From an optimization exercise on the open Yosys and OpenROAD flow, aimed at small area, a short achievable clock period and few clock cycles per item; shortcuts taken in it are not production practice.
Function was checked by simulation only, so behaviour that the tests miss may differ from the original.
Power figures rest on the tool's default switching activity, not on a simulated workload.

Setup of job 9119:
==> flow/design.v (excerpt) <==
module skinny_core (
   input  wire logic                     clk,
   input  wire logic                     rst,
   input  wire logic                     start,
   input  wire skinny_data_pkg::block_t  plaintext,
   input  wire logic [383:0]             tweakey,
   output logic                          busy,
   output logic                          done,
   output skinny_data_pkg::block_t       ciphertext
);
Size: ~520 flip-flops, ~650 I/O pins, ~0.021 mm^2 of cells after synthesis.
Settings: LEC_CHECK=0, CAP_MARGIN=20, CORE_AREA=2.3 2.72 192.7 192.3, CTS_BUF_LIST=sky130_fd_sc_hd__clkbuf_16, CTS_CLUSTER_DIAMETER=100, CTS_CLUSTER_SIZE=24, DIE_AREA=0 0 195 195, PLACE_DENSITY=0.8, SETUP_SLACK_MARGIN=2.3, SLEW_MARGIN=20, SYNTH_HIERARCHICAL=1, SYNTH_MINIMUM_KEEP_SIZE=0; clock period 4.5 ns.
standard.sh (not shown) runs the stock make flow with config.mk's settings and CLKGATE_MAP_FILE= SYNTH_SCRIPT=/design/flow/synth_recipe.tcl, a recipe that flattens the netlist after the stock synthesis.
==> flow/flow/run.sh <==
#!/bin/bash
set -euo pipefail
bash standard.sh "BUFFER_PORTS_ARGS=-buffer_cell sky130_fd_sc_hd__buf_1" finish > standard_flow.log 2>&1
Testbench counts of job 9119, summed over its fixed seeds: cycles 16,120, items 384.
Input changes introduced in job 7428 (baseline for comparison: job 9119):
--- a/flow/config.mk
+++ b/flow/config.mk
@@ -13,4 +13,4 @@
 export DIE_AREA = 0 0 195 195
-export PLACE_DENSITY = 0.8
-export SETUP_SLACK_MARGIN = 2.3
+export PLACE_DENSITY = 0.9
+export SETUP_SLACK_MARGIN = 2.2
 export SLEW_MARGIN = 20
Results
Higher part of the total power dissipated in the clock network was reported by job 7428, not job 9119. Lower met3 usage was reported by job 7428, not job 9119. Diff job 9119 -> job 7428: share of the clock period used by the worst path after layout climbed 0.91 points, routed via count divided by cell count has remained practically unchanged, total power saw a decrease, buffering stage count on the worst path with inverters included higher. From job 9119 to job 7428 the numbers moved as follows: headroom to the max-slew limit higher, sequential share of layout area higher. In the flow results for job 7428 and job 9119, the initial antenna violation count is larger on job 9119.
Here is what was changed in the inputs of job 6295 compared with job 7428.
--- a/flow/config.mk
+++ b/flow/config.mk
@@ -8,3 +8,3 @@
 export CAP_MARGIN = 20
-export CORE_AREA = 2.3 2.72 192.7 192.3
+export CORE_AREA = 2.3 2.72 183.7 183.3
 export CTS_BUF_LIST = sky130_fd_sc_hd__clkbuf_16
@@ -12,4 +12,4 @@
 export CTS_CLUSTER_SIZE = 24
-export DIE_AREA = 0 0 195 195
-export PLACE_DENSITY = 0.9
+export DIE_AREA = 0 0 186 186
+export PLACE_DENSITY = 0.8
 export SETUP_SLACK_MARGIN = 2.2
==> comparison <==
- Job 6295: full flow OK, the timing, DRC and antenna checks passed
- Across both runs, peak supply drop was higher for job 6295 than for job 7428.
- Switching power summed over all nets, job 6295 vs job 7428: down by a few percent
- Relative to job 7428, worst hold slack has gone down in job 6295.
- Cmp job 7428 and job 6295 / wire length / higher: job 7428
- Compared with job 7428, job 6295 instantiates a smaller number of cells.
- On minimum setup slack after placement: between job 7428 and job 6295, it ends up lower for job 7428.
- Job 6295 vs job 7428 — die boundary width dropped by a few percent
- Compared to job 7428, job 6295 has global-route usage 3.1 points higher.
- Job 7428 has a higher cell area than job 6295.
> inputs changed (job 6295 -> job 8338)
--- a/flow/config.mk
+++ b/flow/config.mk
@@ -8,7 +8,7 @@
 export CAP_MARGIN = 20
-export CORE_AREA = 2.3 2.72 183.7 183.3
+export CORE_AREA = 2.3 2.72 192.7 192.3
 export CTS_BUF_LIST = sky130_fd_sc_hd__clkbuf_16
 export CTS_CLUSTER_DIAMETER = 100
-export CTS_CLUSTER_SIZE = 24
-export DIE_AREA = 0 0 186 186
+export CTS_CLUSTER_SIZE = 28
+export DIE_AREA = 0 0 195 195
 export PLACE_DENSITY = 0.8
[summary]
- Between job 6295 and job 8338, the highest clock rate figures differ only marginally.
- Going from job 6295 to job 8338, pin count of the biggest net entering global routing climbed 21%; total power climbed about 1.3%; setup slack climbed 4.4 ps.

## afterwards: timing with drivers on the ports
The flow's constraints put no driver on any port. The routed layouts listed below were extracted and timed again, unchanged, in two steps.
Step 1, drivers: a clkbuf_16 drives clk and a buf_2 each remaining input, both assumed.
Step 2 moves the port delays by t, midway between the first and last clock arrival at a register: inputs arrive t later, outputs are due t later. That takes back most of the time a late clock gives input paths.
Slacks: ideal ports / drivers / drivers and shift; pairs: ideal ports / drivers.
run	t (ns)	setup WS [ns]	worst setup path at the end	latest minus earliest clock arrival (ns)	worst data-port slew with drivers (ns)
job 9119	0.614	2.247 / 2.247 / 2.247	register to register	0.025 / 0.026	0.11
job 7428	0.624	2.206 / 2.147 / 2.234	register to register	0.020 / 0.020	0.12
job 6295	0.639	2.214 / 2.157 / 2.221	register to register	0.021 / 0.021	0.15
job 8338	0.613	2.218 / 2.160 / 2.226	register to register	0.023 / 0.023	0.11
After both steps setup and hold are still met in every run listed.
